This is an optimization exercise on Yosys and OpenROAD, whose aim is small area, not a production implementation. Function was checked by simulation only, so behaviour that the tests miss may differ from the original. Power is estimated from default activity; no workload was simulated.

== v28 ==
==> flow/design.v <==
package cpu_pkg;
    localparam int DATA_W     = 32;
    localparam int INST_W     = 32;
    localparam int REG_ADDR_W = 5;
    localparam int REG_NUM    = 32;
    localparam int SHAMT_W    = 5;
    localparam int ALU_OP_W   = 4;
    localparam int WB_ADR_W   = 6;
    typedef logic [DATA_W-1:0]     data_t;
    typedef logic [INST_W-1:0]     inst_t;
    typedef logic [REG_ADDR_W-1:0] reg_addr_t;
    typedef logic [SHAMT_W-1:0]    shamt_t;
    typedef logic [ALU_OP_W-1:0]   alu_op_t;
    typedef logic [WB_ADR_W-1:0]   wb_adr_t;
    typedef enum logic {
        WB_IDLE,
        WB_ACK
    } wb_state_e;
    localparam logic [5:0] OP_SPECIAL = 6'b000000;
    localparam logic [5:0] OP_ADDI    = 6'b001000;
    localparam logic [5:0] OP_ADDIU   = 6'b001001;
    localparam logic [5:0] OP_SLTI    = 6'b001010;
    localparam logic [5:0] OP_SLTIU   = 6'b001011;
    localparam logic [5:0] OP_ANDI    = 6'b001100;
    localparam logic [5:0] OP_ORI     = 6'b001101;
    localparam logic [5:0] OP_XORI    = 6'b001110;
    localparam logic [5:0] OP_LUI     = 6'b001111;
    localparam logic [5:0] FN_SLL  = 6'b000000;
    localparam logic [5:0] FN_SRL  = 6'b000010;
    localparam logic [5:0] FN_SRA  = 6'b000011;
    localparam logic [5:0] FN_SLLV = 6'b000100;
    localparam logic [5:0] FN_SRLV = 6'b000110;
    localparam logic [5:0] FN_SRAV = 6'b000111;
    localparam logic [5:0] FN_ADD  = 6'b100000;
    localparam logic [5:0] FN_ADDU = 6'b100001;
    localparam logic [5:0] FN_SUB  = 6'b100010;
    localparam logic [5:0] FN_SUBU = 6'b100011;
    localparam logic [5:0] FN_AND  = 6'b100100;
    localparam logic [5:0] FN_OR   = 6'b100101;
    localparam logic [5:0] FN_XOR  = 6'b100110;
    localparam logic [5:0] FN_NOR  = 6'b100111;
    localparam logic [5:0] FN_SLT  = 6'b101010;
    localparam logic [5:0] FN_SLTU = 6'b101011;
    localparam alu_op_t ALU_NOP  = 4'd0;
    localparam alu_op_t ALU_OR   = 4'd1;
    localparam alu_op_t ALU_AND  = 4'd2;
    localparam alu_op_t ALU_XOR  = 4'd3;
    localparam alu_op_t ALU_NOR  = 4'd4;
    localparam alu_op_t ALU_SLL  = 4'd5;
    localparam alu_op_t ALU_SRL  = 4'd6;
    localparam alu_op_t ALU_SRA  = 4'd7;
    localparam alu_op_t ALU_ADD  = 4'd8;
    localparam alu_op_t ALU_SUB  = 4'd9;
    localparam alu_op_t ALU_SLT  = 4'd10;
    localparam alu_op_t ALU_SLTU = 4'd11;
    localparam data_t ZERO_WORD = '0;
    localparam wb_adr_t INST_ADR    = 6'd0;
    localparam int      REG_ADR_BIT = 5;         
endpackage
`timescale 1ns/100ps
module mips_core_top (
    input  logic        clk_i,
    input  logic        rst_n_i,
    input  logic        wb_cyc_i,
    input  logic        wb_stb_i,
    input  logic        wb_we_i,
    input  logic [5:0]  wb_adr_i,
    input  logic [31:0] wb_dat_i,
    output logic [31:0] wb_dat_o,
    output logic        wb_ack_o
);
    logic        ack_q;
    logic [31:0] regs [1:31];
    logic stb;
    assign stb      = wb_cyc_i & wb_stb_i;
    assign wb_ack_o = ack_q & stb;
    always_ff @(posedge clk_i) begin
        ack_q <= rst_n_i & stb & ~ack_q;
    end
    logic [5:0]  op;
    logic [5:0]  fn;
    logic [4:0]  rs;
    logic [4:0]  sa;
    assign op = wb_dat_i[31:26];
    assign rs = wb_dat_i[25:21];
    assign sa = wb_dat_i[10:6];
    assign fn = wb_dat_i[5:0];
    logic rtype;
    logic itype;
    logic fix_sh;
    logic var_sh;
    logic arith;
    logic valid;
    assign rtype  = (op == 6'b000000);
    assign itype  = (op[5:3] == 3'b001);
    assign fix_sh = (fn[5:2] == 4'b0000) && (fn[1:0] != 2'b01);
    assign var_sh = (fn[5:2] == 4'b0001) && (fn[1:0] != 2'b01);
    assign arith  = (fn[5:3] == 3'b100) || (fn[5:1] == 5'b10101);
    assign valid  = itype || (rtype && ((fix_sh && (rs == 5'd0)) || ((var_sh || arith) && (sa == 5'd0))));
    logic        rtype_q;
    logic [2:0]  f3_q;                          
    logic [4:0]  rt_q;
    logic [15:0] imm_q;                         
    logic        exe1_q;                        
    logic        exe2_q;                        
    logic [31:0] p_q;                           
    logic [31:0] g_q;                           
    logic [4:0]  amt_q;                         
    logic [4:0]  wd;
    logic        fwd;
    logic [31:0] result;
    assign wd = rtype_q ? imm_q[15:11] : rt_q;
    logic [31:0] immx;
    always_comb begin
        if (!f3_q[2]) begin
            immx = {{16{imm_q[15]}}, imm_q};
        end else if (f3_q[1:0] == 2'b11) begin
            immx = {imm_q, 16'h0};
        end else begin
            immx = {16'h0, imm_q};
        end
    end
    logic [4:0]  raddr;
    logic        ren;
    logic [31:0] rf_data;
    logic [31:0] rdata;
    assign raddr = ack_q ? (wb_we_i ? rs : wb_adr_i[4:0]) : rt_q;
    assign ren   = !ack_q | wb_we_i | wb_adr_i[5];     
    assign fwd   = ren && exe2_q && (wd != 5'd0) && (raddr == wd);
    logic [31:1]  rsel;
    logic [991:0] rflat;
    always_comb begin
        for (int i = 1; i < 32; i++) begin
            rsel[i] = ren && (raddr == 5'(i));
            rflat[(i-1)*32 +: 32] = regs[i];
        end
    end
    rf_read u_rf_read (
        .sel_i  (rsel),
        .data_i (rflat),
        .data_o (rf_data)
    );
    assign rdata = fwd ? result : rf_data;
    assign wb_dat_o = rdata;
    always_ff @(posedge clk_i) begin
        if (ack_q) begin
            rtype_q <= rtype;
            f3_q    <= rtype ? fn[2:0] : op[2:0];
            rt_q    <= wb_dat_i[20:16];
            imm_q   <= wb_dat_i[15:0];
        end
    end
    always_ff @(posedge clk_i) begin
        exe1_q <= rst_n_i && wb_ack_o && wb_we_i && (wb_adr_i == 6'd0) && valid;
        exe2_q <= rst_n_i && exe1_q;
        p_q    <= xm ^ yb;                     
        g_q    <= xm & yb;
        amt_q  <= p_q[4:0] | imm_q[10:6];      
    end
    logic        is_shift;
    logic        add_sub;
    logic        sub;
    logic [31:0] xm;
    logic [31:0] y;
    logic [31:0] yb;
    assign is_shift = rtype_q && !imm_q[5];
    assign add_sub  = !f3_q[2] && !is_shift;
    assign sub      = exe1_q && add_sub && f3_q[1];
    assign xm       = (!exe1_q || is_shift || (!rtype_q && (f3_q == 3'b111))) ? 32'd0 : p_q;
    assign y        = (rtype_q || !exe1_q) ? rdata : immx;
    assign yb       = y ^ {32{sub}};
    exec_alu u_alu (
        .rtype_i  (rtype_q),
        .f3_i     (f3_q),
        .imm_i    (imm_q),
        .amt_i    (amt_q),
        .zero_i   (!rst_n_i),
        .p_i      (p_q),
        .g_i      (g_q),
        .result_o (result)
    );
    always_ff @(posedge clk_i) begin
        for (int i = 1; i < 32; i++) begin
            if (!rst_n_i || (exe2_q && (wd == 5'(i)))) begin
                regs[i] <= result;
            end
        end
    end
endmodule
module rf_read (
    input  logic [31:1]  sel_i,
    input  logic [991:0] data_i,
    output logic [31:0]  data_o
);
    always_comb begin
        data_o = '0;
        for (int i = 1; i < 32; i++) begin
            data_o = data_o | ({32{sel_i[i]}} & data_i[(i-1)*32 +: 32]);
        end
    end
endmodule
module exec_alu (
    input  logic        rtype_i,
    input  logic [2:0]  f3_i,
    input  logic [15:0] imm_i,
    input  logic [4:0]  amt_i,
    input  logic        zero_i,              
    input  logic [31:0] p_i,
    input  logic [31:0] g_i,
    output logic [31:0] result_o
);
    logic        is_shift;
    logic        is_slt;
    logic        arith;
    logic        sub;
    assign is_shift = !zero_i && rtype_i && !imm_i[5];
    assign arith    = !zero_i && !f3_i[2];
    assign sub      = arith && f3_i[1];
    assign is_slt   = sub && (rtype_i ? imm_i[3] : 1'b1);
    logic [31:0] gl [6];
    logic [31:0] pl [6];
    always_comb begin
        gl[0] = g_i;
        pl[0] = p_i;
        for (int l = 0; l < 5; l++) begin
            for (int k = 0; k < 32; k++) begin
                if (k & (1 << l)) begin
                    gl[l+1][k] = gl[l][k] | (pl[l][k] & gl[l][(k | ((1 << l) - 1)) - (1 << l)]);
                    pl[l+1][k] = pl[l][k] & pl[l][(k | ((1 << l) - 1)) - (1 << l)];
                end else begin
                    gl[l+1][k] = gl[l][k];
                    pl[l+1][k] = pl[l][k];
                end
            end
        end
    end
    logic [32:0] c;
    always_comb begin
        c[0] = sub;
        for (int k = 0; k < 32; k++) begin
            c[k+1] = gl[5][k] | (pl[5][k] & sub);
        end
    end
    logic use_p;
    logic use_g;
    logic use_n;
    assign use_p = arith || (!zero_i && ((f3_i[1:0] == 2'b01) || (f3_i[1:0] == 2'b10) || ((f3_i[1:0] == 2'b11) && !rtype_i)));
    assign use_g = !zero_i && f3_i[2] && !f3_i[1];
    assign use_n = !zero_i && f3_i[2] && (f3_i[1:0] == 2'b11) && rtype_i;
    logic [31:0] t;
    assign t = (({32{use_p}} & p_i) | ({32{use_g}} & g_i) | ({32{use_n}} & ~(p_i | g_i)))
             ^ (c[31:0] & {32{arith}});
    logic lt;
    assign lt = f3_i[0] ? !c[32] : (p_i[31] ? t[31] : g_i[31]);
    logic        sh_left;
    logic [31:0] sh_in;
    logic [31:0] sh_r;
    logic [31:0] sh_res;
    logic        fill;
    assign sh_left = !imm_i[1];
    assign fill    = imm_i[0] & p_i[31];
    always_comb begin
        for (int i = 0; i < 32; i++) begin
            sh_in[i] = sh_left ? p_i[31-i] : p_i[i];
        end
    end
    assign sh_r = 32'({{32{fill}}, sh_in} >> amt_i);
    always_comb begin
        for (int i = 0; i < 32; i++) begin
            sh_res[i] = sh_left ? sh_r[31-i] : sh_r[i];
        end
    end
    always_comb begin
        if (is_shift) begin
            result_o = sh_res;
        end else if (is_slt) begin
            result_o = {31'd0, lt};
        end else begin
            result_o = t;
        end
    end
endmodule
Settings: LEC_CHECK=0, CAP_MARGIN=10, CORE_MARGIN=2, CORE_UTILIZATION=60, CTS_BUF_LIST=sky130_fd_sc_hd__clkbuf_8, CTS_CLUSTER_DIAMETER=70, CTS_CLUSTER_SIZE=16, GPL_ROUTABILITY_DRIVEN=0, SETUP_SLACK_MARGIN=0.05, SLEW_MARGIN=10, SYNTH_HIERARCHICAL=1; clock period 6.0 ns.
standard.sh (not shown) runs the stock make flow with config.mk's settings and CLKGATE_MAP_FILE= SYNTH_SCRIPT=/design/flow/synth_recipe.tcl, a recipe that flattens the netlist after the stock synthesis.
==> flow/flow/run.sh <==
#!/bin/bash
# The standard layout, with a plain buffer (not a delay cell) on each input and output port.
set -euo pipefail
bash standard.sh "BUFFER_PORTS_ARGS=-buffer_cell sky130_fd_sc_hd__buf_2" finish > orfs_make.log 2>&1
#### Input delta (v33 over v28)
==> flow/design.v, changed modules only <==
module exec_alu (
    input  logic        rtype_i,
    input  logic [2:0]  f3_i,
    input  logic [15:0] imm_i,
    input  logic [4:0]  amt_i,
    input  logic        zero_i,              
    input  logic [31:0] p_i,
    input  logic [31:0] g_i,
    output logic [31:0] result_o
);
    logic        is_shift;
    logic        is_slt;
    logic        arith;
    logic        sub;
    assign is_shift = !zero_i && rtype_i && !imm_i[5];
    assign arith    = !zero_i && !f3_i[2];
    assign sub      = arith && f3_i[1];
    assign is_slt   = sub && (rtype_i ? imm_i[3] : 1'b1);
    logic [31:0] gp;
    logic [31:0] pp;
    always_comb begin
        gp = g_i;
        pp = p_i;
        for (int l = 0; l < 5; l++) begin
            for (int k = (2 << l) - 1; k < 32; k += (2 << l)) begin
                gp[k] = gp[k] | (pp[k] & gp[k - (1 << l)]);
                pp[k] = pp[k] & pp[k - (1 << l)];
            end
        end
        for (int l = 3; l >= 0; l--) begin
            for (int k = (3 << l) - 1; k < 32; k += (2 << l)) begin
                gp[k] = gp[k] | (pp[k] & gp[k - (1 << l)]);
                pp[k] = pp[k] & pp[k - (1 << l)];
            end
        end
    end
    logic [32:0] c;
    always_comb begin
        c[0] = sub;
        for (int k = 0; k < 32; k++) begin
            c[k+1] = gp[k] | (pp[k] & sub);
        end
    end
    logic use_p;
    logic use_g;
    logic use_n;
    assign use_p = arith || (!zero_i && ((f3_i[1:0] == 2'b01) || (f3_i[1:0] == 2'b10) || ((f3_i[1:0] == 2'b11) && !rtype_i)));
    assign use_g = !zero_i && f3_i[2] && !f3_i[1];
    assign use_n = !zero_i && f3_i[2] && (f3_i[1:0] == 2'b11) && rtype_i;
    logic [31:0] t;
    assign t = (({32{use_p}} & p_i) | ({32{use_g}} & g_i) | ({32{use_n}} & ~(p_i | g_i)))
             ^ (c[31:0] & {32{arith}});
    logic lt;
    assign lt = f3_i[0] ? !c[32] : (p_i[31] ? t[31] : g_i[31]);
    logic        sh_left;
    logic [31:0] sh_in;
    logic [31:0] sh_r;
    logic [31:0] sh_res;
    logic        fill;
    assign sh_left = !imm_i[1];
    assign fill    = imm_i[0] & p_i[31];
    always_comb begin
        for (int i = 0; i < 32; i++) begin
            sh_in[i] = sh_left ? p_i[31-i] : p_i[i];
        end
    end
    assign sh_r = 32'({{32{fill}}, sh_in} >> amt_i);
    always_comb begin
        for (int i = 0; i < 32; i++) begin
            sh_res[i] = sh_left ? sh_r[31-i] : sh_r[i];
        end
    end
    always_comb begin
        if (is_shift) begin
            result_o = sh_res;
        end else if (is_slt) begin
            result_o = {31'd0, lt};
        end else begin
            result_o = t;
        end
    end
endmodule
## What came out
For v33, the endpoint of the worst setup timing path was wb_dat_o[9], unlike v28, where it was wb_dat_o[6]. Measured against each other, v33 and v28 differ in count of instances resized after the clock tree is built, the higher figure coming from v33. Re total overflow reported by the global router: no difference whatsoever between v28 and v33. Going from v28 to v33, tightest hold margin moved down, total power density per cell area level, final setup skew moved up, final-layout clock-cell area share level, layout overhead on the synthesized area moved up. The register-to-register slack in v33 sits 20 ps below the value recorded for v28. Compared with v28, v33 shows a lower total wire length. Worst setup slack ends up higher on v28. Measured against each other, v33 and v28 differ in non-clock buffer area fraction after layout, the higher figure coming from v33. v28 → v33: non-clock buffer count went up 4, height of the die lost 0.88 µm.

==> separate check: timing with driven ports <==
Ports are ideal in the flow. The routed layouts listed here were re-timed in OpenROAD. Step 1, drivers: a clkbuf_16 drives clk_i and a buf_2 each remaining input, both assumed. Step 2, shift: input delay + t, output delay - t, t = (earliest + latest rising clock arrival at the registers) / 2. This alone moves slack from input paths to output paths. a / b / c = ideal / step 1 / step 2; a / b = the first two.
run	t, ns	setup slack, ns	hold WS [ns]	clock arrival spread, ns	pins driven straight from the clock port
v28	0.793	0.231 / 0.202 / 0.211	0.611 / 0.570 / 0.623	0.048 / 0.047	1
v33	0.788	0.193 / 0.068 / 0.068	0.531 / 0.531 / 0.531	0.054 / 0.054	1
After both steps setup and hold are still met in every run listed. The setup slack of v33, which loses most, moves by -0.125 ns with the drivers and by -0.125 ns with both steps.
